This is an optimization exercise on Yosys and OpenROAD, whose aim is small area, not a production implementation.
For this run, only the layout was checked, not whether the RTL still works.
No activity file was given, so power comes from the tool's default toggle rates.

--- flow/config.mk ---
export PLATFORM = sky130hd
export DESIGN_NAME = layer_top
export DESIGN_NICKNAME = layer_top
export VERILOG_FILES = /design/flow/design.v
export SDC_FILE = /design/flow/constraint.sdc
export NUM_CORES = 4
export LEC_CHECK = 0
export CAP_MARGIN = 20
export CORE_MARGIN = 2
export CORE_UTILIZATION = 40
export SLEW_MARGIN = 20
--- flow/constraint.sdc ---
create_clock -name core_clock -period 7.0 [get_ports {clk}]
set_input_delay 1.4000 -clock core_clock [delete_from_list [all_inputs] [get_ports {clk}]]
set_output_delay 1.4000 -clock core_clock [all_outputs]
set_load 0.01 [all_outputs]
--- flow/design.v ---
package layer_pkg;
   typedef logic signed [16-1:0] data_t;
   typedef logic [$clog2(8)-1:0] vec_addr_t;
   typedef logic [$clog2(16)-1:0] out_idx_t;
endpackage
package layer_coef_pkg;
   localparam int WEIGHT_ENTRIES = 4 * 8 * (16 / 4);
   localparam int BIAS_ENTRIES   = 4 * (16 / 4);
   localparam logic [WEIGHT_ENTRIES*16-1:0] weight_table = {
      {
         -16'sd38,  16'sd33,  16'sd109, 16'sd24,  -16'sd3,   -16'sd45,  -16'sd19,  16'sd48,
         16'sd103,  16'sd18,  16'sd82,  -16'sd28, 16'sd101,  -16'sd64,  -16'sd108, 16'sd3,
         -16'sd18,  16'sd107, 16'sd2,   -16'sd45, -16'sd85,  16'sd22,   16'sd86,   16'sd32,
         -16'sd1,   -16'sd105, 16'sd81, 16'sd42,  16'sd45,   16'sd39,   -16'sd54,  16'sd63
      },
      {
         16'sd29,   -16'sd75, -16'sd24, 16'sd89,  -16'sd12,  -16'sd72,  16'sd114,  -16'sd15,
         -16'sd11,  -16'sd4,  -16'sd36, 16'sd105, 16'sd53,   -16'sd50,  -16'sd37,  16'sd72,
         -16'sd110, -16'sd77, 16'sd9,   16'sd71,  16'sd1,    16'sd100,  16'sd15,   -16'sd72,
         16'sd90,   16'sd84,  16'sd7,   -16'sd36, 16'sd56,   -16'sd106, 16'sd20,   16'sd22
      },
      {
         -16'sd109, -16'sd24, 16'sd30,  16'sd68,  -16'sd123, -16'sd41,  16'sd119,  16'sd31,
         16'sd54,   16'sd121, 16'sd12,  16'sd60,  -16'sd48,  16'sd3,    -16'sd37,  16'sd78,
         16'sd93,   -16'sd101, 16'sd116, -16'sd83, 16'sd31,  -16'sd49,  16'sd124,  16'sd29,
         -16'sd78,  16'sd8,   16'sd67,  16'sd81,  16'sd87,   16'sd63,   -16'sd18,  -16'sd105
      },
      {
         -16'sd2,   -16'sd5,  16'sd22,  -16'sd23, 16'sd96,   -16'sd58,  16'sd36,   -16'sd70,
         16'sd126,  16'sd113, -16'sd73, 16'sd94,  -16'sd73,  16'sd92,   -16'sd104, -16'sd98,
         -16'sd64,  -16'sd77, -16'sd4,  -16'sd9,  -16'sd113, 16'sd20,   16'sd21,   -16'sd3,
         16'sd115,  16'sd106, 16'sd14,  -16'sd126, -16'sd1,  -16'sd93,  16'sd0,    16'sd126
      }
   };
   localparam logic [BIAS_ENTRIES*16-1:0] bias_table = {
      {-16'sd70, 16'sd120, 16'sd71,  -16'sd60},
      {-16'sd47, 16'sd115, -16'sd83, 16'sd67},
      {16'sd41,  16'sd38,  -16'sd81, -16'sd106},
      {16'sd103, 16'sd83,  16'sd0,   -16'sd10}
   };
endpackage
module layer_sequencer (
   input  logic                 clk,
   input  logic                 reset,
   input  logic                 s_valid,
   input  logic                 m_ready,
   output logic                 s_ready,
   output logic                 m_valid,
   output logic                 vec_wr_en,    
   output layer_pkg::vec_addr_t pos,          
   output logic                 run,          
   output logic                 en,           
   output layer_pkg::out_idx_t  out_idx,      
   output logic [5:0]           entry_next,   
   output logic                 x_bypass      
);
   layer_pkg::vec_addr_t load_cnt;    
   logic vec_pending;    
   logic done;           
   logic fire;
   logic can_start;
   logic start;
   logic last_start;     
   logic gap;            
   assign m_valid = done;
   assign fire    = done & m_ready;
   assign can_start  = (pos[1:0] == 2'd0) && (pos[2] != out_idx[0]) && !run && (!done || fire);
   assign start      = can_start && (out_idx != '0 || vec_pending || vec_wr_en);
   assign last_start = can_start && out_idx == 4'd15;
   assign en         = start | run;
   assign s_ready   = (pos == load_cnt) && (load_cnt != '0 || !vec_pending || last_start);
   assign vec_wr_en = s_ready & s_valid;
   assign gap       = (pos == load_cnt) && (load_cnt != '0) && !s_valid;
   layer_pkg::vec_addr_t load_cnt_d;
   assign load_cnt_d = reset ? '0 : load_cnt + vec_wr_en;
   layer_pkg::vec_addr_t pos_d;
   layer_pkg::out_idx_t  out_idx_d;
   logic                 finish;         
   assign finish     = run && pos[1:0] == 2'd3 && !(gap && out_idx == '0);
   assign pos_d      = reset ? '0 : pos + 1'b1;
   assign out_idx_d  = reset ? '0 : out_idx + finish;
   assign entry_next = {out_idx_d, pos_d[1:0]};
   always_ff @(posedge clk) begin
      pos      <= pos_d;
      out_idx  <= out_idx_d;
      load_cnt <= load_cnt_d;
      x_bypass <= (pos_d == load_cnt_d) && out_idx_d == '0;
   end
   always_ff @(posedge clk) begin
      if (reset) begin
         vec_pending <= 1'b0;
         run         <= 1'b0;
         done        <= 1'b0;
      end else begin
         if (vec_wr_en && load_cnt == 3'd7)
            vec_pending <= 1'b1;
         else if (start && out_idx == 4'd15)
            vec_pending <= 1'b0;
         if (start)
            run <= 1'b1;
         else if (run && (pos[1:0] == 2'd3 || (gap && out_idx == '0)))
            run <= 1'b0;
         if (finish)
            done <= 1'b1;
         else if (fire)
            done <= 1'b0;
      end
   end
endmodule
module mac_lane (
   input  logic                 clk,
   input  logic                 run,        
   input  logic                 en,         
   input  layer_pkg::out_idx_t  out_idx,
   input  layer_pkg::vec_addr_t pos,
   input  logic [5:0]           entry_next,    
   input  layer_pkg::data_t     x_a,
   input  layer_pkg::data_t     x_b,
   output layer_pkg::data_t     acc,
   output logic [16-1:0] acc_cy    
);
   localparam int ENTRIES = 16 * 4;
   localparam int BW = 16;    
   function automatic logic [15:0] negsum(input logic [7:0] w);
      logic [8:0] wx;
      wx     = {w, 1'b0};
      negsum = '0;
      for (int k = 0; k < 4; k++)
         if (wx[2*k+2] && !(wx[2*k+1] && wx[2*k]))
            negsum = negsum + (16'd1 << (2 * k));
   endfunction
   function automatic logic [15:0] row_negsum(input int j);
      int e;
      row_negsum = '0;
      for (int c = 0; c < 8; c++) begin
         e = (j % 4) * 8 * (16 / 4) + (j / 4) * 8 + c;
         row_negsum = row_negsum
                      + negsum(layer_coef_pkg::weight_table[(layer_coef_pkg::WEIGHT_ENTRIES - 1 - e) * 16 +: 8]);
      end
   endfunction
   logic [4*ENTRIES-1:0] a_one, a_two, a_neg, b_one, b_two, b_neg;
   logic [16*BW-1:0] b_rom;
   logic [ENTRIES*8-1:0]        wa_rom, wb_rom;
   genvar i;
   generate
      for (i = 0; i < ENTRIES; i++) begin : g_w
         localparam int J  = i / 4;
         localparam int CA = (1 - J % 2) * 4 + i % 4;
         localparam int CB = (J % 2) * 4 + i % 4;
         localparam int EA = (J % 4) * 8 * (16 / 4)
                             + (J / 4) * 8 + CA;
         localparam int EB = (J % 4) * 8 * (16 / 4)
                             + (J / 4) * 8 + CB;
         localparam logic [8:0] WA = {layer_coef_pkg::weight_table[(layer_coef_pkg::WEIGHT_ENTRIES - 1 - EA) * 16 +: 8], 1'b0};
         localparam logic [8:0] WB = {layer_coef_pkg::weight_table[(layer_coef_pkg::WEIGHT_ENTRIES - 1 - EB) * 16 +: 8], 1'b0};
         assign wa_rom[i*8 +: 8] = WA[8:1];
         assign wb_rom[i*8 +: 8] = WB[8:1];
         for (genvar k = 0; k < 4; k++) begin : g_k
            assign a_one[k*ENTRIES + i] = WA[2*k+1] ^ WA[2*k];
            assign a_two[k*ENTRIES + i] = (WA[2*k+2] & ~WA[2*k+1] & ~WA[2*k]) | (~WA[2*k+2] & WA[2*k+1] & WA[2*k]);
            assign a_neg[k*ENTRIES + i] = WA[2*k+2] & ~(WA[2*k+1] & WA[2*k]);
            assign b_one[k*ENTRIES + i] = WB[2*k+1] ^ WB[2*k];
            assign b_two[k*ENTRIES + i] = (WB[2*k+2] & ~WB[2*k+1] & ~WB[2*k]) | (~WB[2*k+2] & WB[2*k+1] & WB[2*k]);
            assign b_neg[k*ENTRIES + i] = WB[2*k+2] & ~(WB[2*k+1] & WB[2*k]);
         end
      end
      for (i = 0; i < 16; i++) begin : g_b
         localparam int E = (i % 4) * (16 / 4) + i / 4;
         localparam logic [7:0] B8 =
            layer_coef_pkg::bias_table[(layer_coef_pkg::BIAS_ENTRIES - 1 - E) * 16 +: 8];
         assign b_rom[i*16 +: 16] = {{8{B8[7]}}, B8} + row_negsum(i);
      end
   endgenerate
   logic [5:0]  entry;
   logic [15:0] bias;
   logic [15:0] addend;
   logic [3:0]  neg_a, one_a, two_a, neg_b, one_b, two_b;
   assign entry  = {out_idx, pos[1:0]};
   assign bias   = b_rom[out_idx*16 +: 16];
   assign addend = run ? acc : bias;
   generate
      for (i = 0; i < 4; i++) begin : g_digit
         always_ff @(posedge clk) begin
            one_a[i] <= a_one[i*ENTRIES + entry_next];
            two_a[i] <= a_two[i*ENTRIES + entry_next];
            neg_a[i] <= a_neg[i*ENTRIES + entry_next];
            one_b[i] <= b_one[i*ENTRIES + entry_next];
            two_b[i] <= b_two[i*ENTRIES + entry_next];
            neg_b[i] <= b_neg[i*ENTRIES + entry_next];
         end
      end
   endgenerate
   logic [15:0] pp_a0;
   assign pp_a0[0] = ((one_a[0] & x_a[0])) ^ neg_a[0];
   assign pp_a0[1] = ((one_a[0] & x_a[1]) | (two_a[0] & x_a[0])) ^ neg_a[0];
   assign pp_a0[2] = ((one_a[0] & x_a[2]) | (two_a[0] & x_a[1])) ^ neg_a[0];
   assign pp_a0[3] = ((one_a[0] & x_a[3]) | (two_a[0] & x_a[2])) ^ neg_a[0];
   assign pp_a0[4] = ((one_a[0] & x_a[4]) | (two_a[0] & x_a[3])) ^ neg_a[0];
   assign pp_a0[5] = ((one_a[0] & x_a[5]) | (two_a[0] & x_a[4])) ^ neg_a[0];
   assign pp_a0[6] = ((one_a[0] & x_a[6]) | (two_a[0] & x_a[5])) ^ neg_a[0];
   assign pp_a0[7] = ((one_a[0] & x_a[7]) | (two_a[0] & x_a[6])) ^ neg_a[0];
   assign pp_a0[8] = ((one_a[0] & x_a[8]) | (two_a[0] & x_a[7])) ^ neg_a[0];
   assign pp_a0[9] = ((one_a[0] & x_a[9]) | (two_a[0] & x_a[8])) ^ neg_a[0];
   assign pp_a0[10] = ((one_a[0] & x_a[10]) | (two_a[0] & x_a[9])) ^ neg_a[0];
   assign pp_a0[11] = ((one_a[0] & x_a[11]) | (two_a[0] & x_a[10])) ^ neg_a[0];
   assign pp_a0[12] = ((one_a[0] & x_a[12]) | (two_a[0] & x_a[11])) ^ neg_a[0];
   assign pp_a0[13] = ((one_a[0] & x_a[13]) | (two_a[0] & x_a[12])) ^ neg_a[0];
   assign pp_a0[14] = ((one_a[0] & x_a[14]) | (two_a[0] & x_a[13])) ^ neg_a[0];
   assign pp_a0[15] = ((one_a[0] & x_a[15]) | (two_a[0] & x_a[14])) ^ neg_a[0];
   logic [15:2] pp_a1;
   assign pp_a1[2] = ((one_a[1] & x_a[0])) ^ neg_a[1];
   assign pp_a1[3] = ((one_a[1] & x_a[1]) | (two_a[1] & x_a[0])) ^ neg_a[1];
   assign pp_a1[4] = ((one_a[1] & x_a[2]) | (two_a[1] & x_a[1])) ^ neg_a[1];
   assign pp_a1[5] = ((one_a[1] & x_a[3]) | (two_a[1] & x_a[2])) ^ neg_a[1];
   assign pp_a1[6] = ((one_a[1] & x_a[4]) | (two_a[1] & x_a[3])) ^ neg_a[1];
   assign pp_a1[7] = ((one_a[1] & x_a[5]) | (two_a[1] & x_a[4])) ^ neg_a[1];
   assign pp_a1[8] = ((one_a[1] & x_a[6]) | (two_a[1] & x_a[5])) ^ neg_a[1];
   assign pp_a1[9] = ((one_a[1] & x_a[7]) | (two_a[1] & x_a[6])) ^ neg_a[1];
   assign pp_a1[10] = ((one_a[1] & x_a[8]) | (two_a[1] & x_a[7])) ^ neg_a[1];
   assign pp_a1[11] = ((one_a[1] & x_a[9]) | (two_a[1] & x_a[8])) ^ neg_a[1];
   assign pp_a1[12] = ((one_a[1] & x_a[10]) | (two_a[1] & x_a[9])) ^ neg_a[1];
   assign pp_a1[13] = ((one_a[1] & x_a[11]) | (two_a[1] & x_a[10])) ^ neg_a[1];
   assign pp_a1[14] = ((one_a[1] & x_a[12]) | (two_a[1] & x_a[11])) ^ neg_a[1];
   assign pp_a1[15] = ((one_a[1] & x_a[13]) | (two_a[1] & x_a[12])) ^ neg_a[1];
   logic [15:4] pp_a2;
   assign pp_a2[4] = ((one_a[2] & x_a[0])) ^ neg_a[2];
   assign pp_a2[5] = ((one_a[2] & x_a[1]) | (two_a[2] & x_a[0])) ^ neg_a[2];
   assign pp_a2[6] = ((one_a[2] & x_a[2]) | (two_a[2] & x_a[1])) ^ neg_a[2];
   assign pp_a2[7] = ((one_a[2] & x_a[3]) | (two_a[2] & x_a[2])) ^ neg_a[2];
   assign pp_a2[8] = ((one_a[2] & x_a[4]) | (two_a[2] & x_a[3])) ^ neg_a[2];
   assign pp_a2[9] = ((one_a[2] & x_a[5]) | (two_a[2] & x_a[4])) ^ neg_a[2];
   assign pp_a2[10] = ((one_a[2] & x_a[6]) | (two_a[2] & x_a[5])) ^ neg_a[2];
   assign pp_a2[11] = ((one_a[2] & x_a[7]) | (two_a[2] & x_a[6])) ^ neg_a[2];
   assign pp_a2[12] = ((one_a[2] & x_a[8]) | (two_a[2] & x_a[7])) ^ neg_a[2];
   assign pp_a2[13] = ((one_a[2] & x_a[9]) | (two_a[2] & x_a[8])) ^ neg_a[2];
   assign pp_a2[14] = ((one_a[2] & x_a[10]) | (two_a[2] & x_a[9])) ^ neg_a[2];
   assign pp_a2[15] = ((one_a[2] & x_a[11]) | (two_a[2] & x_a[10])) ^ neg_a[2];
   logic [15:6] pp_a3;
   assign pp_a3[6] = ((one_a[3] & x_a[0])) ^ neg_a[3];
   assign pp_a3[7] = ((one_a[3] & x_a[1]) | (two_a[3] & x_a[0])) ^ neg_a[3];
   assign pp_a3[8] = ((one_a[3] & x_a[2]) | (two_a[3] & x_a[1])) ^ neg_a[3];
   assign pp_a3[9] = ((one_a[3] & x_a[3]) | (two_a[3] & x_a[2])) ^ neg_a[3];
   assign pp_a3[10] = ((one_a[3] & x_a[4]) | (two_a[3] & x_a[3])) ^ neg_a[3];
   assign pp_a3[11] = ((one_a[3] & x_a[5]) | (two_a[3] & x_a[4])) ^ neg_a[3];
   assign pp_a3[12] = ((one_a[3] & x_a[6]) | (two_a[3] & x_a[5])) ^ neg_a[3];
   assign pp_a3[13] = ((one_a[3] & x_a[7]) | (two_a[3] & x_a[6])) ^ neg_a[3];
   assign pp_a3[14] = ((one_a[3] & x_a[8]) | (two_a[3] & x_a[7])) ^ neg_a[3];
   assign pp_a3[15] = ((one_a[3] & x_a[9]) | (two_a[3] & x_a[8])) ^ neg_a[3];
   logic [15:0] pp_b0;
   assign pp_b0[0] = ((one_b[0] & x_b[0])) ^ neg_b[0];
   assign pp_b0[1] = ((one_b[0] & x_b[1]) | (two_b[0] & x_b[0])) ^ neg_b[0];
   assign pp_b0[2] = ((one_b[0] & x_b[2]) | (two_b[0] & x_b[1])) ^ neg_b[0];
   assign pp_b0[3] = ((one_b[0] & x_b[3]) | (two_b[0] & x_b[2])) ^ neg_b[0];
   assign pp_b0[4] = ((one_b[0] & x_b[4]) | (two_b[0] & x_b[3])) ^ neg_b[0];
   assign pp_b0[5] = ((one_b[0] & x_b[5]) | (two_b[0] & x_b[4])) ^ neg_b[0];
   assign pp_b0[6] = ((one_b[0] & x_b[6]) | (two_b[0] & x_b[5])) ^ neg_b[0];
   assign pp_b0[7] = ((one_b[0] & x_b[7]) | (two_b[0] & x_b[6])) ^ neg_b[0];
   assign pp_b0[8] = ((one_b[0] & x_b[8]) | (two_b[0] & x_b[7])) ^ neg_b[0];
   assign pp_b0[9] = ((one_b[0] & x_b[9]) | (two_b[0] & x_b[8])) ^ neg_b[0];
   assign pp_b0[10] = ((one_b[0] & x_b[10]) | (two_b[0] & x_b[9])) ^ neg_b[0];
   assign pp_b0[11] = ((one_b[0] & x_b[11]) | (two_b[0] & x_b[10])) ^ neg_b[0];
   assign pp_b0[12] = ((one_b[0] & x_b[12]) | (two_b[0] & x_b[11])) ^ neg_b[0];
   assign pp_b0[13] = ((one_b[0] & x_b[13]) | (two_b[0] & x_b[12])) ^ neg_b[0];
   assign pp_b0[14] = ((one_b[0] & x_b[14]) | (two_b[0] & x_b[13])) ^ neg_b[0];
   assign pp_b0[15] = ((one_b[0] & x_b[15]) | (two_b[0] & x_b[14])) ^ neg_b[0];
   logic [15:2] pp_b1;
   assign pp_b1[2] = ((one_b[1] & x_b[0])) ^ neg_b[1];
   assign pp_b1[3] = ((one_b[1] & x_b[1]) | (two_b[1] & x_b[0])) ^ neg_b[1];
   assign pp_b1[4] = ((one_b[1] & x_b[2]) | (two_b[1] & x_b[1])) ^ neg_b[1];
   assign pp_b1[5] = ((one_b[1] & x_b[3]) | (two_b[1] & x_b[2])) ^ neg_b[1];
   assign pp_b1[6] = ((one_b[1] & x_b[4]) | (two_b[1] & x_b[3])) ^ neg_b[1];
   assign pp_b1[7] = ((one_b[1] & x_b[5]) | (two_b[1] & x_b[4])) ^ neg_b[1];
   assign pp_b1[8] = ((one_b[1] & x_b[6]) | (two_b[1] & x_b[5])) ^ neg_b[1];
   assign pp_b1[9] = ((one_b[1] & x_b[7]) | (two_b[1] & x_b[6])) ^ neg_b[1];
   assign pp_b1[10] = ((one_b[1] & x_b[8]) | (two_b[1] & x_b[7])) ^ neg_b[1];
   assign pp_b1[11] = ((one_b[1] & x_b[9]) | (two_b[1] & x_b[8])) ^ neg_b[1];
   assign pp_b1[12] = ((one_b[1] & x_b[10]) | (two_b[1] & x_b[9])) ^ neg_b[1];
   assign pp_b1[13] = ((one_b[1] & x_b[11]) | (two_b[1] & x_b[10])) ^ neg_b[1];
   assign pp_b1[14] = ((one_b[1] & x_b[12]) | (two_b[1] & x_b[11])) ^ neg_b[1];
   assign pp_b1[15] = ((one_b[1] & x_b[13]) | (two_b[1] & x_b[12])) ^ neg_b[1];
   logic [15:4] pp_b2;
   assign pp_b2[4] = ((one_b[2] & x_b[0])) ^ neg_b[2];
   assign pp_b2[5] = ((one_b[2] & x_b[1]) | (two_b[2] & x_b[0])) ^ neg_b[2];
   assign pp_b2[6] = ((one_b[2] & x_b[2]) | (two_b[2] & x_b[1])) ^ neg_b[2];
   assign pp_b2[7] = ((one_b[2] & x_b[3]) | (two_b[2] & x_b[2])) ^ neg_b[2];
   assign pp_b2[8] = ((one_b[2] & x_b[4]) | (two_b[2] & x_b[3])) ^ neg_b[2];
   assign pp_b2[9] = ((one_b[2] & x_b[5]) | (two_b[2] & x_b[4])) ^ neg_b[2];
   assign pp_b2[10] = ((one_b[2] & x_b[6]) | (two_b[2] & x_b[5])) ^ neg_b[2];
   assign pp_b2[11] = ((one_b[2] & x_b[7]) | (two_b[2] & x_b[6])) ^ neg_b[2];
   assign pp_b2[12] = ((one_b[2] & x_b[8]) | (two_b[2] & x_b[7])) ^ neg_b[2];
   assign pp_b2[13] = ((one_b[2] & x_b[9]) | (two_b[2] & x_b[8])) ^ neg_b[2];
   assign pp_b2[14] = ((one_b[2] & x_b[10]) | (two_b[2] & x_b[9])) ^ neg_b[2];
   assign pp_b2[15] = ((one_b[2] & x_b[11]) | (two_b[2] & x_b[10])) ^ neg_b[2];
   logic [15:6] pp_b3;
   assign pp_b3[6] = ((one_b[3] & x_b[0])) ^ neg_b[3];
   assign pp_b3[7] = ((one_b[3] & x_b[1]) | (two_b[3] & x_b[0])) ^ neg_b[3];
   assign pp_b3[8] = ((one_b[3] & x_b[2]) | (two_b[3] & x_b[1])) ^ neg_b[3];
   assign pp_b3[9] = ((one_b[3] & x_b[3]) | (two_b[3] & x_b[2])) ^ neg_b[3];
   assign pp_b3[10] = ((one_b[3] & x_b[4]) | (two_b[3] & x_b[3])) ^ neg_b[3];
   assign pp_b3[11] = ((one_b[3] & x_b[5]) | (two_b[3] & x_b[4])) ^ neg_b[3];
   assign pp_b3[12] = ((one_b[3] & x_b[6]) | (two_b[3] & x_b[5])) ^ neg_b[3];
   assign pp_b3[13] = ((one_b[3] & x_b[7]) | (two_b[3] & x_b[6])) ^ neg_b[3];
   assign pp_b3[14] = ((one_b[3] & x_b[8]) | (two_b[3] & x_b[7])) ^ neg_b[3];
   assign pp_b3[15] = ((one_b[3] & x_b[9]) | (two_b[3] & x_b[8])) ^ neg_b[3];
   logic s1, c2, s3, c4, s5, c6, s7, c8, s9, c10, s11, c12, s13, c14, s15, c16;
   logic s17, c18, s19, c20, s21, c22, s23, c24, s25, c26, s27, c28, s29, c30, s31, c32;
   logic s33, c34, s35, c36, s37, c38, s39, c40, s41, c42, s43, c44, s45, c46, s47, c48;
   logic s49, c50, s51, c52, s53, c54, s55, c56, s57, s58, s59, s60, c61, s62, c63, s64;
   logic c65, s66, c67, s68, c69, s70, c71, s72, c73, s74, c75, s76, c77, s78, c79, s80;
   logic c81, s82, c83, s84, c85, s86, c87, s88, c89, s90, c91, s92, c93, s94, c95, s96;
   logic c97, s98, c99, s100, c101, s102, c103, s104, c105, s106, c107, s108, s109, s110, c111, s112;
   logic c113, s114, c115, s116, c117, s118, c119, s120, c121, s122, c123, s124, c125, s126, c127, s128;
   logic c129, s130, c131, s132, c133, s134, c135, s136, s137, c138, s139, c140, s141, c142, s143, c144;
   logic s145, c146, s147, c148, s149, c150, s151, c152, s153, c154, s155, c156, s157, c158, s159, c160;
   logic s161, c162, s163, c164, s165, c166, s167;
   assign s1 = addend[4] ^ pp_b0[4];
   assign c2 = addend[4] & pp_b0[4];
   assign s3 = addend[5] ^ pp_b0[5] ^ pp_b1[5];
   assign c4 = (addend[5] & pp_b0[5]) | (addend[5] & pp_b1[5]) | (pp_b0[5] & pp_b1[5]);
   assign s5 = addend[6] ^ pp_b0[6] ^ pp_b1[6];
   assign c6 = (addend[6] & pp_b0[6]) | (addend[6] & pp_b1[6]) | (pp_b0[6] & pp_b1[6]);
   assign s7 = pp_b2[6] ^ pp_b3[6] ^ pp_a0[6];
   assign c8 = (pp_b2[6] & pp_b3[6]) | (pp_b2[6] & pp_a0[6]) | (pp_b3[6] & pp_a0[6]);
   assign s9 = addend[7] ^ pp_b0[7] ^ pp_b1[7];
   assign c10 = (addend[7] & pp_b0[7]) | (addend[7] & pp_b1[7]) | (pp_b0[7] & pp_b1[7]);
   assign s11 = pp_b2[7] ^ pp_b3[7] ^ pp_a0[7];
   assign c12 = (pp_b2[7] & pp_b3[7]) | (pp_b2[7] & pp_a0[7]) | (pp_b3[7] & pp_a0[7]);
   assign s13 = pp_a1[7] ^ pp_a2[7];
   assign c14 = pp_a1[7] & pp_a2[7];
   assign s15 = addend[8] ^ pp_b0[8] ^ pp_b1[8];
   assign c16 = (addend[8] & pp_b0[8]) | (addend[8] & pp_b1[8]) | (pp_b0[8] & pp_b1[8]);
   assign s17 = pp_b2[8] ^ pp_b3[8] ^ pp_a0[8];
   assign c18 = (pp_b2[8] & pp_b3[8]) | (pp_b2[8] & pp_a0[8]) | (pp_b3[8] & pp_a0[8]);
   assign s19 = pp_a1[8] ^ pp_a2[8] ^ pp_a3[8];
   assign c20 = (pp_a1[8] & pp_a2[8]) | (pp_a1[8] & pp_a3[8]) | (pp_a2[8] & pp_a3[8]);
   assign s21 = addend[9] ^ pp_b0[9] ^ pp_b1[9];
   assign c22 = (addend[9] & pp_b0[9]) | (addend[9] & pp_b1[9]) | (pp_b0[9] & pp_b1[9]);
   assign s23 = pp_b2[9] ^ pp_b3[9] ^ pp_a0[9];
   assign c24 = (pp_b2[9] & pp_b3[9]) | (pp_b2[9] & pp_a0[9]) | (pp_b3[9] & pp_a0[9]);
   assign s25 = pp_a1[9] ^ pp_a2[9] ^ pp_a3[9];
   assign c26 = (pp_a1[9] & pp_a2[9]) | (pp_a1[9] & pp_a3[9]) | (pp_a2[9] & pp_a3[9]);
   assign s27 = addend[10] ^ pp_b0[10] ^ pp_b1[10];
   assign c28 = (addend[10] & pp_b0[10]) | (addend[10] & pp_b1[10]) | (pp_b0[10] & pp_b1[10]);
   assign s29 = pp_b2[10] ^ pp_b3[10] ^ pp_a0[10];
   assign c30 = (pp_b2[10] & pp_b3[10]) | (pp_b2[10] & pp_a0[10]) | (pp_b3[10] & pp_a0[10]);
   assign s31 = pp_a1[10] ^ pp_a2[10] ^ pp_a3[10];
   assign c32 = (pp_a1[10] & pp_a2[10]) | (pp_a1[10] & pp_a3[10]) | (pp_a2[10] & pp_a3[10]);
   assign s33 = addend[11] ^ pp_b0[11] ^ pp_b1[11];
   assign c34 = (addend[11] & pp_b0[11]) | (addend[11] & pp_b1[11]) | (pp_b0[11] & pp_b1[11]);
   assign s35 = pp_b2[11] ^ pp_b3[11] ^ pp_a0[11];
   assign c36 = (pp_b2[11] & pp_b3[11]) | (pp_b2[11] & pp_a0[11]) | (pp_b3[11] & pp_a0[11]);
   assign s37 = pp_a1[11] ^ pp_a2[11] ^ pp_a3[11];
   assign c38 = (pp_a1[11] & pp_a2[11]) | (pp_a1[11] & pp_a3[11]) | (pp_a2[11] & pp_a3[11]);
   assign s39 = addend[12] ^ pp_b0[12] ^ pp_b1[12];
   assign c40 = (addend[12] & pp_b0[12]) | (addend[12] & pp_b1[12]) | (pp_b0[12] & pp_b1[12]);
   assign s41 = pp_b2[12] ^ pp_b3[12] ^ pp_a0[12];
   assign c42 = (pp_b2[12] & pp_b3[12]) | (pp_b2[12] & pp_a0[12]) | (pp_b3[12] & pp_a0[12]);
   assign s43 = pp_a1[12] ^ pp_a2[12] ^ pp_a3[12];
   assign c44 = (pp_a1[12] & pp_a2[12]) | (pp_a1[12] & pp_a3[12]) | (pp_a2[12] & pp_a3[12]);
   assign s45 = addend[13] ^ pp_b0[13] ^ pp_b1[13];
   assign c46 = (addend[13] & pp_b0[13]) | (addend[13] & pp_b1[13]) | (pp_b0[13] & pp_b1[13]);
   assign s47 = pp_b2[13] ^ pp_b3[13] ^ pp_a0[13];
   assign c48 = (pp_b2[13] & pp_b3[13]) | (pp_b2[13] & pp_a0[13]) | (pp_b3[13] & pp_a0[13]);
   assign s49 = pp_a1[13] ^ pp_a2[13] ^ pp_a3[13];
   assign c50 = (pp_a1[13] & pp_a2[13]) | (pp_a1[13] & pp_a3[13]) | (pp_a2[13] & pp_a3[13]);
   assign s51 = addend[14] ^ pp_b0[14] ^ pp_b1[14];
   assign c52 = (addend[14] & pp_b0[14]) | (addend[14] & pp_b1[14]) | (pp_b0[14] & pp_b1[14]);
   assign s53 = pp_b2[14] ^ pp_b3[14] ^ pp_a0[14];
   assign c54 = (pp_b2[14] & pp_b3[14]) | (pp_b2[14] & pp_a0[14]) | (pp_b3[14] & pp_a0[14]);
   assign s55 = pp_a1[14] ^ pp_a2[14] ^ pp_a3[14];
   assign c56 = (pp_a1[14] & pp_a2[14]) | (pp_a1[14] & pp_a3[14]) | (pp_a2[14] & pp_a3[14]);
   assign s57 = addend[15] ^ pp_b0[15] ^ pp_b1[15];
   assign s58 = pp_b2[15] ^ pp_b3[15] ^ pp_a0[15];
   assign s59 = pp_a1[15] ^ pp_a2[15] ^ pp_a3[15];
   assign s60 = addend[2] ^ pp_b0[2];
   assign c61 = addend[2] & pp_b0[2];
   assign s62 = addend[3] ^ pp_b0[3] ^ pp_b1[3];
   assign c63 = (addend[3] & pp_b0[3]) | (addend[3] & pp_b1[3]) | (pp_b0[3] & pp_b1[3]);
   assign s64 = pp_b1[4] ^ pp_b2[4] ^ s1;
   assign c65 = (pp_b1[4] & pp_b2[4]) | (pp_b1[4] & s1) | (pp_b2[4] & s1);
   assign s66 = pp_a0[4] ^ pp_a1[4];
   assign c67 = pp_a0[4] & pp_a1[4];
   assign s68 = pp_b2[5] ^ c2 ^ s3;
   assign c69 = (pp_b2[5] & c2) | (pp_b2[5] & s3) | (c2 & s3);
   assign s70 = pp_a0[5] ^ pp_a1[5] ^ pp_a2[5];
   assign c71 = (pp_a0[5] & pp_a1[5]) | (pp_a0[5] & pp_a2[5]) | (pp_a1[5] & pp_a2[5]);
   assign s72 = c4 ^ s5 ^ pp_a1[6];
   assign c73 = (c4 & s5) | (c4 & pp_a1[6]) | (s5 & pp_a1[6]);
   assign s74 = pp_a2[6] ^ pp_a3[6] ^ s7;
   assign c75 = (pp_a2[6] & pp_a3[6]) | (pp_a2[6] & s7) | (pp_a3[6] & s7);
   assign s76 = c6 ^ s9 ^ pp_a3[7];
   assign c77 = (c6 & s9) | (c6 & pp_a3[7]) | (s9 & pp_a3[7]);
   assign s78 = s13 ^ c8 ^ s11;
   assign c79 = (s13 & c8) | (s13 & s11) | (c8 & s11);
   assign s80 = c10 ^ s15 ^ c14;
   assign c81 = (c10 & s15) | (c10 & c14) | (s15 & c14);
   assign s82 = c12 ^ s17 ^ s19;
   assign c83 = (c12 & s17) | (c12 & s19) | (s17 & s19);
   assign s84 = c16 ^ s21 ^ c18;
   assign c85 = (c16 & s21) | (c16 & c18) | (s21 & c18);
   assign s86 = c20 ^ s23 ^ s25;
   assign c87 = (c20 & s23) | (c20 & s25) | (s23 & s25);
   assign s88 = c22 ^ s27 ^ c24;
   assign c89 = (c22 & s27) | (c22 & c24) | (s27 & c24);
   assign s90 = c26 ^ s29 ^ s31;
   assign c91 = (c26 & s29) | (c26 & s31) | (s29 & s31);
   assign s92 = c28 ^ s33 ^ c30;
   assign c93 = (c28 & s33) | (c28 & c30) | (s33 & c30);
   assign s94 = c32 ^ s35 ^ s37;
   assign c95 = (c32 & s35) | (c32 & s37) | (s35 & s37);
   assign s96 = c34 ^ s39 ^ c36;
   assign c97 = (c34 & s39) | (c34 & c36) | (s39 & c36);
   assign s98 = c38 ^ s41 ^ s43;
   assign c99 = (c38 & s41) | (c38 & s43) | (s41 & s43);
   assign s100 = c40 ^ s45 ^ c42;
   assign c101 = (c40 & s45) | (c40 & c42) | (s45 & c42);
   assign s102 = c44 ^ s47 ^ s49;
   assign c103 = (c44 & s47) | (c44 & s49) | (s47 & s49);
   assign s104 = c46 ^ s51 ^ c48;
   assign c105 = (c46 & s51) | (c46 & c48) | (s51 & c48);
   assign s106 = c50 ^ s53 ^ s55;
   assign c107 = (c50 & s53) | (c50 & s55) | (s53 & s55);
   assign s108 = c52 ^ s57 ^ c54;
   assign s109 = c56 ^ s58 ^ s59;
   assign s110 = pp_b1[2] ^ s60;
   assign c111 = pp_b1[2] & s60;
   assign s112 = c61 ^ s62 ^ pp_a0[3];
   assign c113 = (c61 & s62) | (c61 & pp_a0[3]) | (s62 & pp_a0[3]);
   assign s114 = c63 ^ s64 ^ pp_a2[4];
   assign c115 = (c63 & s64) | (c63 & pp_a2[4]) | (s64 & pp_a2[4]);
   assign s116 = c65 ^ s68 ^ c67;
   assign c117 = (c65 & s68) | (c65 & c67) | (s68 & c67);
   assign s118 = c69 ^ c71 ^ s72;
   assign c119 = (c69 & c71) | (c69 & s72) | (c71 & s72);
   assign s120 = c73 ^ s76 ^ c75;
   assign c121 = (c73 & s76) | (c73 & c75) | (s76 & c75);
   assign s122 = c77 ^ s80 ^ c79;
   assign c123 = (c77 & s80) | (c77 & c79) | (s80 & c79);
   assign s124 = c81 ^ s84 ^ c83;
   assign c125 = (c81 & s84) | (c81 & c83) | (s84 & c83);
   assign s126 = c85 ^ s88 ^ c87;
   assign c127 = (c85 & s88) | (c85 & c87) | (s88 & c87);
   assign s128 = c89 ^ s92 ^ c91;
   assign c129 = (c89 & s92) | (c89 & c91) | (s92 & c91);
   assign s130 = c93 ^ s96 ^ c95;
   assign c131 = (c93 & s96) | (c93 & c95) | (s96 & c95);
   assign s132 = c97 ^ s100 ^ c99;
   assign c133 = (c97 & s100) | (c97 & c99) | (s100 & c99);
   assign s134 = c101 ^ s104 ^ c103;
   assign c135 = (c101 & s104) | (c101 & c103) | (s104 & c103);
   assign s136 = c105 ^ s108 ^ c107;
   assign s137 = addend[0] ^ pp_b0[0];
   assign c138 = addend[0] & pp_b0[0];
   assign s139 = addend[1] ^ pp_b0[1] ^ pp_a0[1];
   assign c140 = (addend[1] & pp_b0[1]) | (addend[1] & pp_a0[1]) | (pp_b0[1] & pp_a0[1]);
   assign s141 = s110 ^ pp_a0[2] ^ pp_a1[2];
   assign c142 = (s110 & pp_a0[2]) | (s110 & pp_a1[2]) | (pp_a0[2] & pp_a1[2]);
   assign s143 = c111 ^ pp_a1[3] ^ s112;
   assign c144 = (c111 & pp_a1[3]) | (c111 & s112) | (pp_a1[3] & s112);
   assign s145 = s66 ^ c113 ^ s114;
   assign c146 = (s66 & c113) | (s66 & s114) | (c113 & s114);
   assign s147 = c115 ^ s70 ^ s116;
   assign c148 = (c115 & s70) | (c115 & s116) | (s70 & s116);
   assign s149 = c117 ^ s74 ^ s118;
   assign c150 = (c117 & s74) | (c117 & s118) | (s74 & s118);
   assign s151 = c119 ^ s78 ^ s120;
   assign c152 = (c119 & s78) | (c119 & s120) | (s78 & s120);
   assign s153 = s82 ^ c121 ^ s122;
   assign c154 = (s82 & c121) | (s82 & s122) | (c121 & s122);
   assign s155 = s86 ^ c123 ^ s124;
   assign c156 = (s86 & c123) | (s86 & s124) | (c123 & s124);
   assign s157 = s90 ^ c125 ^ s126;
   assign c158 = (s90 & c125) | (s90 & s126) | (c125 & s126);
   assign s159 = s94 ^ c127 ^ s128;
   assign c160 = (s94 & c127) | (s94 & s128) | (c127 & s128);
   assign s161 = s98 ^ c129 ^ s130;
   assign c162 = (s98 & c129) | (s98 & s130) | (c129 & s130);
   assign s163 = s102 ^ c131 ^ s132;
   assign c164 = (s102 & c131) | (s102 & s132) | (c131 & s132);
   assign s165 = s106 ^ c133 ^ s134;
   assign c166 = (s106 & c133) | (s106 & s134) | (c133 & s134);
   assign s167 = s109 ^ c135 ^ s136;
   logic [15:0] op_a, op_b;
   assign op_a = {s167, s165, s163, s161, s159, s157, s155, s153, s151, s149, s147, s145, s143, s141, s139, pp_a0[0]};
   assign op_b = {c166, c164, c162, c160, c158, c156, c154, c152, c150, c148, c146, c144, c142, c140, c138, s137};
   logic [15:0] cy;
   logic [15:0] sum;
   logic [15:0] cy_out;
   assign cy[0] = 1'b0;
   assign sum[0] = op_a[0] ^ op_b[0] ^ cy[0];
   assign cy[1] = (op_a[0] & op_b[0]) | (op_a[0] & cy[0]) | (op_b[0] & cy[0]);
   assign sum[1] = op_a[1] ^ op_b[1] ^ cy[1];
   assign cy[2] = (op_a[1] & op_b[1]) | (op_a[1] & cy[1]) | (op_b[1] & cy[1]);
   assign sum[2] = op_a[2] ^ op_b[2] ^ cy[2];
   assign cy[3] = (op_a[2] & op_b[2]) | (op_a[2] & cy[2]) | (op_b[2] & cy[2]);
   assign sum[3] = op_a[3] ^ op_b[3] ^ cy[3];
   assign cy[4] = (op_a[3] & op_b[3]) | (op_a[3] & cy[3]) | (op_b[3] & cy[3]);
   assign sum[4] = op_a[4] ^ op_b[4] ^ cy[4];
   assign cy[5] = (op_a[4] & op_b[4]) | (op_a[4] & cy[4]) | (op_b[4] & cy[4]);
   assign sum[5] = op_a[5] ^ op_b[5] ^ cy[5];
   assign cy_out[6] = (op_a[5] & op_b[5]) | (op_a[5] & cy[5]) | (op_b[5] & cy[5]);
   assign cy[6] = run & acc_cy[6];
   assign sum[6] = op_a[6] ^ op_b[6] ^ cy[6];
   assign cy[7] = (op_a[6] & op_b[6]) | (op_a[6] & cy[6]) | (op_b[6] & cy[6]);
   assign sum[7] = op_a[7] ^ op_b[7] ^ cy[7];
   assign cy[8] = (op_a[7] & op_b[7]) | (op_a[7] & cy[7]) | (op_b[7] & cy[7]);
   assign sum[8] = op_a[8] ^ op_b[8] ^ cy[8];
   assign cy[9] = (op_a[8] & op_b[8]) | (op_a[8] & cy[8]) | (op_b[8] & cy[8]);
   assign sum[9] = op_a[9] ^ op_b[9] ^ cy[9];
   assign cy[10] = (op_a[9] & op_b[9]) | (op_a[9] & cy[9]) | (op_b[9] & cy[9]);
   assign sum[10] = op_a[10] ^ op_b[10] ^ cy[10];
   assign cy_out[11] = (op_a[10] & op_b[10]) | (op_a[10] & cy[10]) | (op_b[10] & cy[10]);
   assign cy[11] = run & acc_cy[11];
   assign sum[11] = op_a[11] ^ op_b[11] ^ cy[11];
   assign cy[12] = (op_a[11] & op_b[11]) | (op_a[11] & cy[11]) | (op_b[11] & cy[11]);
   assign sum[12] = op_a[12] ^ op_b[12] ^ cy[12];
   assign cy[13] = (op_a[12] & op_b[12]) | (op_a[12] & cy[12]) | (op_b[12] & cy[12]);
   assign sum[13] = op_a[13] ^ op_b[13] ^ cy[13];
   assign cy_out[14] = (op_a[13] & op_b[13]) | (op_a[13] & cy[13]) | (op_b[13] & cy[13]);
   assign cy[14] = run & acc_cy[14];
   assign sum[14] = op_a[14] ^ op_b[14] ^ cy[14];
   assign cy[15] = (op_a[14] & op_b[14]) | (op_a[14] & cy[14]) | (op_b[14] & cy[14]);
   assign sum[15] = op_a[15] ^ op_b[15] ^ cy[15];
   assign cy_out[0] = 1'b0;
   assign cy_out[1] = 1'b0;
   assign cy_out[2] = 1'b0;
   assign cy_out[3] = 1'b0;
   assign cy_out[4] = 1'b0;
   assign cy_out[5] = 1'b0;
   assign cy_out[7] = 1'b0;
   assign cy_out[8] = 1'b0;
   assign cy_out[9] = 1'b0;
   assign cy_out[10] = 1'b0;
   assign cy_out[12] = 1'b0;
   assign cy_out[13] = 1'b0;
   assign cy_out[15] = 1'b0;
   logic [15:0] cy_q;    
   always_ff @(posedge clk)
      if (en) begin
         acc  <= sum;
         cy_q <= cy_out & 16'h4840;
      end
   assign acc_cy = cy_q & 16'h4840;
endmodule
module mac_array (
   input  logic                 clk,
   input  logic                 vec_wr_en,
   input  logic                 x_bypass,
   input  layer_pkg::data_t     data_in,
   input  layer_pkg::vec_addr_t pos,
   input  logic                 run,
   input  logic                 en,
   input  layer_pkg::out_idx_t  out_idx,
   input  logic [5:0]           entry_next,
   output layer_pkg::data_t     acc,
   output logic [16-1:0] acc_cy
);
   layer_pkg::data_t ring [0:8-1];
   always_ff @(posedge clk) begin
      for (int k = 0; k < 8 - 1; k++)
         ring[k] <= ring[k+1];
      ring[8-1] <= vec_wr_en ? data_in : ring[0];
   end
   mac_lane u_lane (
      .clk     (clk),
      .run     (run),
      .en      (en),
      .out_idx (out_idx),
      .pos     (pos),
      .entry_next (entry_next),
      .x_a     (x_bypass ? data_in : ring[0]),    
      .x_b     (ring[8/2]),           
      .acc     (acc),
      .acc_cy  (acc_cy)
   );
endmodule
module result_buffer (
   input  layer_pkg::data_t acc,
   input  logic [16-1:0] acc_cy,
   output layer_pkg::data_t data_out
);
   layer_pkg::data_t result;
   assign result   = acc + acc_cy;
   assign data_out = result[16-1] ? '0 : result;
endmodule
module layer_top (
   input  logic             clk,
   input  logic             reset,
   input  logic             s_valid,
   input  logic             m_ready,
   input  layer_pkg::data_t data_in,
   output logic             s_ready,
   output logic             m_valid,
   output layer_pkg::data_t data_out
);
   logic                 vec_wr_en;
   logic                 x_bypass;
   layer_pkg::vec_addr_t pos;
   logic                 run, en;
   layer_pkg::out_idx_t  out_idx;
   logic [5:0]           entry_next;
   layer_pkg::data_t     acc;
   logic [16-1:0] acc_cy;
   layer_sequencer u_sequencer (
      .clk       (clk),
      .reset     (reset),
      .s_valid   (s_valid),
      .m_ready   (m_ready),
      .s_ready   (s_ready),
      .m_valid   (m_valid),
      .vec_wr_en (vec_wr_en),
      .pos       (pos),
      .run       (run),
      .en        (en),
      .out_idx   (out_idx),
      .entry_next(entry_next),
      .x_bypass  (x_bypass)
   );
   mac_array u_mac_array (
      .clk       (clk),
      .vec_wr_en (vec_wr_en),
      .x_bypass  (x_bypass),
      .data_in   (data_in),
      .pos       (pos),
      .run       (run),
      .en        (en),
      .out_idx   (out_idx),
      .entry_next(entry_next),
      .acc       (acc),
      .acc_cy    (acc_cy)
   );
   result_buffer u_result_buffer (
      .acc      (acc),
      .acc_cy   (acc_cy),
      .data_out (data_out)
   );
endmodule
--- flow/flow/run.sh ---
#!/bin/bash
# The standard synthesis, then its combinational logic mapped again by
# ABC with an area-oriented script (flow/abc_resyn.script): the standard
# synthesis's registers and full-adder cells stay exactly as they are, with their
# names; full adders may work on complemented signals (flow/fa_polarity.py).
# Then the standard layout of that netlist, with extra ORFS make
# variables from flow/make_vars (one per line).
# Logs: flow_synth.log and flow_make.log (make's output), flow_fa_polarity.log,
# flow_resyn.log and flow_resyn_check.log (Yosys); each ORFS step also keeps its own log under orfs/logs.
set -euo pipefail
args=()
while IFS= read -r line; do
   [[ -z "$line" || "$line" == \#* ]] && continue
   args+=("$line")
done < flow/make_vars

bash standard.sh "${args[@]}" synth > flow_synth.log 2>&1

RES=orfs/results/$FLOW_PLATFORM/layer_top/base
LIB=$FLOW_HOME/platforms/$FLOW_PLATFORM/lib/sky130_fd_sc_hd__tt_025C_1v80.lib
YOSYS=$FLOW_HOME/../tools/install/yosys/bin/yosys
DONT_USE=$(grep -o 'sky130_fd_sc_hd__[a-z0-9_]*' $FLOW_HOME/platforms/$FLOW_PLATFORM/config.mk | sort -u | sed 's/^/-dont_use /' | tr '\n' ' ')
cp $RES/1_2_yosys.v 1_2_yosys_standard.v
# Full adders on complemented signals where that saves inverters
python3 flow/fa_polarity.py 1_2_yosys_standard.v 1_2_yosys_fapol.v > flow_fa_polarity.log 2>&1
cat > resyn.ys <<EOT
read_liberty -ignore_miss_func $LIB
read_verilog 1_2_yosys_fapol.v
hierarchy -top $FLOW_TOP
blackbox sky130_fd_sc_hd__dfxtp_1 sky130_fd_sc_hd__edfxtp_1 sky130_fd_sc_hd__fa_1 sky130_fd_sc_hd__conb_1
tee -o resyn_stat_before.txt stat -liberty $LIB
flatten
opt -purge
abc -script $PWD/flow/abc_resyn.script -liberty $LIB $DONT_USE -constr $PWD/orfs/objects/$FLOW_PLATFORM/layer_top/base/abc.constr
splitnets
opt_clean -purge
hilomap -singleton -hicell sky130_fd_sc_hd__conb_1 HI -locell sky130_fd_sc_hd__conb_1 LO
insbuf -buf sky130_fd_sc_hd__buf_4 A X
tee -o resyn_stat_after.txt stat -liberty $LIB
write_verilog -noattr -nohex -nodec 1_2_yosys_resyn.v
EOT
$YOSYS -s resyn.ys > flow_resyn.log 2>&1
# The new netlist must be fully mapped and hold the same registers
cat > resyn_check.ys <<EOT
read_liberty -lib $LIB
read_verilog 1_2_yosys_resyn.v
hierarchy -check -top $FLOW_TOP
check -assert -mapped
EOT
$YOSYS -s resyn_check.ys > flow_resyn_check.log 2>&1
regs() { grep -oE 'sky130_fd_sc_hd__e?dfxtp_[0-9]+ +\\?[^ ]+' "$1" | sort; }
if ! diff <(regs 1_2_yosys_standard.v) <(regs 1_2_yosys_resyn.v) > flow_resyn_regs.diff; then
   echo "registers differ from the standard synthesis" >&2
   exit 1
fi
cp 1_2_yosys_resyn.v $RES/1_2_yosys.v
rm -f $RES/1_synth.odb
bash standard.sh "${args[@]}" finish > flow_make.log 2>&1
--- flow/flow/abc_resyn.script ---
strash
dch -f
amap
topo
stime -c
--- flow/flow/fa_polarity.py ---
#!/usr/bin/env python3
"""Removes inverters between full-adder cells of a mapped netlist.

A full adder is self-dual: FA(~a, ~b, ~c) = (~sum, ~cout). This script picks,
for each full-adder cell, whether it works on complemented signals, so that
as few inverters as possible are needed between the adders and the logic
around them, then rewrites the netlist. The function is unchanged; no
register, port or other cell changes.

usage: fa_polarity.py in.v out.v
"""
import re, sys

src = open(sys.argv[1]).read()
m = re.search(r'^module .*?^endmodule', src, re.S | re.M)
assert m and src.count('\nmodule ') + src.startswith('module ') == 1, 'one module expected'
mod = m.group(0)

cell_re = re.compile(r'^(\s*)(sky130_fd_sc_hd__\w+)\s+(\S+)\s*\((.*?)\);\n', re.S | re.M)
pin_re = re.compile(r'\.(\w+)\(\s*(.*?)\s*\)\s*(?:,|$)', re.S)

cells = []   # [type, name, {pin: net}, span]
for cm in cell_re.finditer(mod):
    pins = dict((p, n.strip()) for p, n in pin_re.findall(cm.group(4)))
    cells.append([cm.group(2), cm.group(3), pins, cm.span()])

OUTS = {'X', 'Y', 'Q', 'Q_N', 'SUM', 'COUT', 'HI', 'LO'}
def v(net):
    # An escaped identifier ends at white space
    return net + ' ' if net.startswith('\\') else net

def is_fa(t): return re.match(r'sky130_fd_sc_hd__fa_\d+$', t) is not None
def is_inv(t): return re.match(r'sky130_fd_sc_hd__(clk)?inv_\d+$', t) is not None

driver = {}
for i, (t, n, pins, _) in enumerate(cells):
    for p, net in pins.items():
        if p in OUTS:
            driver[net] = (i, p)

# Logical source of a net: (base net, inverted?) following inverter cells
def source(net):
    inv = False
    seen = 0
    while net in driver and is_inv(cells[driver[net][0]][0]) and seen < 4:
        net = cells[driver[net][0]][2]['A']
        inv = not inv
        seen += 1
    return net, inv

fa = [i for i, c in enumerate(cells) if is_fa(c[0])]
fa_out = {}   # net -> fa index, for SUM/COUT nets
for i in fa:
    for p in ('SUM', 'COUT'):
        if p in cells[i][2]:
            fa_out[cells[i][2][p]] = i

# Every use of a signal: (cell index, pin, base net, wanted inversion)
uses = []
for i, (t, n, pins, _) in enumerate(cells):
    if is_inv(t):
        continue
    for p, net in pins.items():
        if p in OUTS:
            continue
        b, inv = source(net)
        uses.append((i, p, b, inv))
# Inverter outputs also used by ports (assign) or nothing else: keep them as uses
port_nets = set(re.findall(r'^\s*output\s+(?:\[[^\]]*\]\s*)?(\S+);', mod, re.M))

flip = {i: False for i in fa}

def cost():
    need = set()
    for (i, p, b, inv) in uses:
        pb = flip.get(fa_out.get(b), False)          # physical polarity of b
        want = inv ^ (flip[i] if i in flip else False)
        if want != pb:
            need.add(b)
    return len(need)

best = cost()
start = best
improved = True
while improved:
    improved = False
    for i in fa:
        flip[i] = not flip[i]
        c = cost()
        if c < best:
            best = c
            improved = True
        else:
            flip[i] = not flip[i]

if best >= start:
    open(sys.argv[2], 'w').write(src)
    print(f'fa_polarity: no gain ({start} inverted signals)')
    sys.exit(0)

# Rewrite: each use connects to b (physical polarity pb) or to a new inverter of b
new_cells = []
inv_of = {}
cnt = [0]
def inverted(b):
    if b not in inv_of:
        cnt[0] += 1
        w = f'fapol_n{cnt[0]}'
        inv_of[b] = w
        new_cells.append(f'  wire {w};\n  sky130_fd_sc_hd__inv_1 fapol_i{cnt[0]} (\n    .A({v(b)}),\n    .Y({w})\n  );\n')
    return inv_of[b]

newpins = {}
for (i, p, b, inv) in uses:
    pb = flip.get(fa_out.get(b), False)
    want = inv ^ (flip[i] if i in flip else False)
    newpins[(i, p)] = b if want == pb else inverted(b)

# Output ports driven through an assign or directly by a flipped adder are not
# expected: refuse rather than change a port's value
for net in fa_out:
    base = net.split('[')[0]
    if flip[fa_out[net]] and (base in port_nets or net in port_nets):
        sys.exit('fa_polarity: a flipped adder drives a port')

def drives_port(net):
    return net in port_nets or net.split('[')[0].strip() in port_nets

out = []
pos = 0
used_inv_outputs = set()
for (i, p, b, inv) in uses:
    pass
for i, (t, n, pins, span) in enumerate(cells):
    out.append(mod[pos:span[0]])
    pos = span[1]
    if is_inv(t) and not drives_port(pins['Y']):
        continue   # dropped; the needed inverters are made again below
    if is_inv(t):
        out.append(mod[span[0]:span[1]])
        continue
    body = ',\n'.join(f'    .{p}({v(newpins.get((i, p), net))})' for p, net in pins.items())
    out.append(f'  {t} {n} (\n{body}\n  );\n')
out.append(mod[pos:])
text = ''.join(out)
text = text.replace('\nendmodule', '\n' + ''.join(new_cells) + 'endmodule', 1)
text = src[:m.start()] + text + src[m.end():]
open(sys.argv[2], 'w').write(text)
print(f'fa_polarity: {start} -> {best} inverted signals, {sum(flip.values())} of {len(fa)} adders flipped')
--- flow/flow/make_vars ---
BUFFER_PORTS_ARGS=-buffer_cell sky130_fd_sc_hd__buf_1
GPL_KEEP_OVERFLOW=0
PLACE_DENSITY=0.8
CTS_ARGS=-sink_clustering_enable -repair_clock_nets -buf_list sky130_fd_sc_hd__clkbuf_8 -dont_use_dummy_load
--- flow/standard.sh ---
#!/bin/bash
# synth_recipe.tcl (not shown) runs the flow's synth.tcl, then flattens the netlist and writes it again
# the make line also repeats each setting of config.mk as NAME=value (left out here)
make -C /OpenROAD-flow-scripts/flow DESIGN_CONFIG=/design/flow/config.mk WORK_HOME=/design/flow/orfs CLKGATE_MAP_FILE= SYNTH_SCRIPT=/design/flow/synth_recipe.tcl "${@:-finish}"
==> summary.txt <==
[final cells by class]
class	instances	area, um^2
Clock buffer	17	234
Fill cell	2553	14500
Inverter	143	552
Multi-Input combinational cell	915	6090
Sequential cell	185	3890
Tap cell	335	419
Timing Repair Buffer	42	228
[timing repair]
action / 4_1_cts / 5_1_grt
endpoints found under the setup margin: 0 / 13
buffers inserted: 0 / 0
gates resized for setup: 0 / 6
[critical path: stages, from the launching register on]
cell	delay [ns]
dfxtp_1	0.91
clkinvlp_4	0.63
o22ai_1	0.73
o22ai_1	0.18
o21ai_0	0.29
fa_1	0.51
fa_1	0.52
clkinv_1	0.10
fa_1	0.50
fa_1	0.45
fa_1	0.39
fa_1	0.38
fa_1	0.39
fa_1	0.43
[flip-flops by register name (all words and copies together), names as in the netlist]
signal and cells:
u_mac_array.ring 128, u_mac_array.u_lane.acc 16, u_mac_array.u_lane.cy_q 3, u_mac_array.u_lane.neg_a 4, u_mac_array.u_lane.neg_b 4, u_mac_array.u_lane.one_a 4, u_mac_array.u_lane.one_b 4, u_mac_array.u_lane.two_a 4
u_mac_array.u_lane.two_b 4, u_sequencer.done 1, u_sequencer.load_cnt 3, u_sequencer.out_idx 4, u_sequencer.pos 3, u_sequencer.run 1, u_sequencer.vec_pending 1, u_sequencer.x_bypass 1
[metrics by stage]
step	setup TNS, ns	setup slack (ns)
finish	0	0.296
global route	0	0.0788
CTS	0	0.0552
detailed placement	0	0.0987
global placement	-66.09	-3.52
floorplan	0	0.575
[power by group]
group	total, W	internal, W	switching (W)
clock network	0.000539	0.000215	0.000324
logic	0.00333	0.00143	0.00190
registers	0.00177	0.00163	0.000142
[final timing paths]
path | end | slack, ns | cells after the start
setup / recovery | u_mac_array.u_lane.acc[10] | 0.30 | 13
hold reg to reg | u_mac_array.ring[6][4] | 0.30 | 0
hold / removal | u_mac_array.ring[6][4] | 0.30 | 0
setup reg to reg | u_mac_array.u_lane.acc[10] | 0.30 | 13
[cell usage in the layout, fill, tap and decap left out, types with 2 or more instances in the layout]
cell type,instances
o31ai_1,4
nor3_1,25
and2_0,4
and3_1,3
o21ai_0,126
buf_1,35
a31oi_1,10
xor2_1,3
clkinv_1,139
o211ai_1,6
clkinvlp_4,4
a22oi_1,7
a221oi_1,5
nor2_1,204
edfxtp_1,19
o32a_1,3
buf_8,3
a2111oi_0,8
o32ai_1,18
nand3_1,4
nor2_2,2
a211oi_1,11
o31a_1,2
a21oi_1,64
o41ai_1,2
dfxtp_1,166
o22ai_1,122
nand2_1,130
o21a_1,2
nor4_1,8
or3_1,3
o311ai_0,5
clkbuf_8,17
o22a_1,19
nor2b_1,9
fa_1,88
[per-layer routing]
| layer | share of wire (%) | vias to the layer above |
|---|---|---|
| li1 | - | 4542 |
| met1 | 40 | 4646 |
| met2 | 44 | 636 |
| met3 | 9.4 | 156 |
| met4 | 6.1 | 0 |
| met5 | 0 | - |
==> metrics.md <==
| Metric | Value |
|---|---|
| Clk root buf | `clkbuf_8` |
| Port-buffer cells | `36` |
| Largest voltage drop on the vdd net | `415 uV` |
| GRT met1 Usage | `33.0%` |
| Share of the core filled with cells in the final layout | `44.1%` |
| Violation count after the first detailed-route iteration | `1223` |
| Run status | `finished clean` |
| Routed wire length | `35400 um` |
| Max capacitance violation total | `0` |
| Dpl cells | `1620` |
| Setup Viol. Count Final | `0` |
| Startpoint of the most critical register-to-register path | `u_sequencer.x_bypass` |
| Timing startpoint of the critical path | `u_sequencer.x_bypass` |
| Global placer's final weighted congestion | `1.00` |
| Class of the tightest hold or removal check | `flop to flop` |
| Cells after synthesis | `1244` |
| Die outline width | `166 um` |
| Total power density per cell area | `494 mW/mm^2` |
| Final critical delay including setup and external delays | `6.70 ns` |
| Unrepaired setup endpoints after global routing | `false` |
| Crit end category | `flop` |
| Post-Synthesis Mean Instance Area | `8.43 um^2` |
| Synthesis-to-finish area growth | `8.93%` |
| Ratio of final minimum period to clock period | `95.8%` |
| Detailed placer's ending HPWL | `26600 um` |
| Post-route cell area | `0.0114 mm^2` |
| Number of cells in the finished layout apart from fillers | `1637` |
| Synth Net Count | `1352` |
| Detailed-route DRC error count | `0` |
| Slew @ Worst Pin | `1.08 ns` |
| Total cell area at the placement stage | `0.0112 mm^2` |
| Worst EP arrival | `6.89 ns` |
| First-pass GRT wire length | `54600 um` |
| Met3 track demand over resource | `5.70%` |
| Crit path kind | `flop to flop` |
| Share of final-layout standard cells stronger than drive strength 1 | `2.69%` |
| Routed wire length per instance | `21.6 um` |
| Worst-path maximum fanout | `17` |
| Overall Global Routing Usage | `25.5%` |
| Detailed Routing Iterations Pass 1 | `6` |
| Final Max Slew Viols | `0` |
| Met2 track demand over resource in global routing | `39.7%` |
| Final count of hold timing violations | `0` |
| Pin count of the biggest net entering global routing | `35` |
| Cell area after synthesis | `0.0105 mm^2` |
| Number of global-route vias before repair | `9694` |
| Residual antenna-violating net count after detailed routing | `0` |
| DIE AREA | `0.0275 mm^2` |
| Starting density of the core | `40.5%` |
| Total gr overflow | `0` |
| Largest buffer count on any clock path | `2` |
| Worst-skew pair later-pin latency | `0.48 ns` |
| Data required time of the worst path | `7.18 ns` |
| Hold Startpoint | `u_mac_array.ring[7][4]` |
| Clk pin slew, worst setup/hold paths | `0.10 ns` |
| Ratio of routed vias to standard cells | `6.10` |
| Cts bufs inserted | `17` |
| TritonCTS clock tree | `built` |
| Antenna violations before repair | `0` |
| Startpoint kind of the worst setup timing path | `flop` |
| Warnings, synthesis | `5` |
| Sum of internal, switching and leakage power | `0.00564 W` |
| Fmax achieved | `149 MHz` |
| Number of standard-cell rows in the floorplan | `59` |
| Vias after detailed routing | `9980` |
| Diodes inserted | `0` |
| Hold_ws | `0.302 ns` |
| Most utilized layer in the global route result | `met2` |
| Max_slew headroom | `28.1%` |
| Leakage power | `3.98 nW` |
| Final net count | `1412` |
| Floorplan core area | `0.0259 mm^2` |
| Number of H-tree levels | `4` |
| Clock Skews | `0.0411 ns` |
| Number of clock sinks | `185` |
| Number of top-level pins | `38` |
| Height of the die | `166 um` |
| Hold-fix buffers at CTS | `0` |

-- separate check: timing with driven ports --
In the flow no input, the clock included, has a driving cell. The finished layout below was timed again as built, in two steps.
Step 1 (the two cells are an assumption about what drives the block):
set clk [get_ports {clk}]
set_driving_cell -lib_cell sky130_fd_sc_hd__clkbuf_16 $clk
set_driving_cell -lib_cell sky130_fd_sc_hd__buf_2 [delete_from_list [all_inputs] $clk]
Step 2 moves the port delays by t, midway between the first and last clock arrival at a register: inputs arrive t later, outputs are due t later. That takes back most of the time a late clock gives input paths.
a / b / c = ideal / step 1 / step 2; a / b = the first two.
shift t [ns]: 0.497
setup WS [ns]: 0.296 / 0.296 / 0.296
worst register clock-pin slew, ns: 0.10 / 0.10
worst slew at a driven data input, ns: 0.05
cell pins on the clock port's net: 1
After both steps this run still meets setup and hold. The setup slack of this run moves by 0.000 ns with the drivers and by 0.000 ns with both steps.
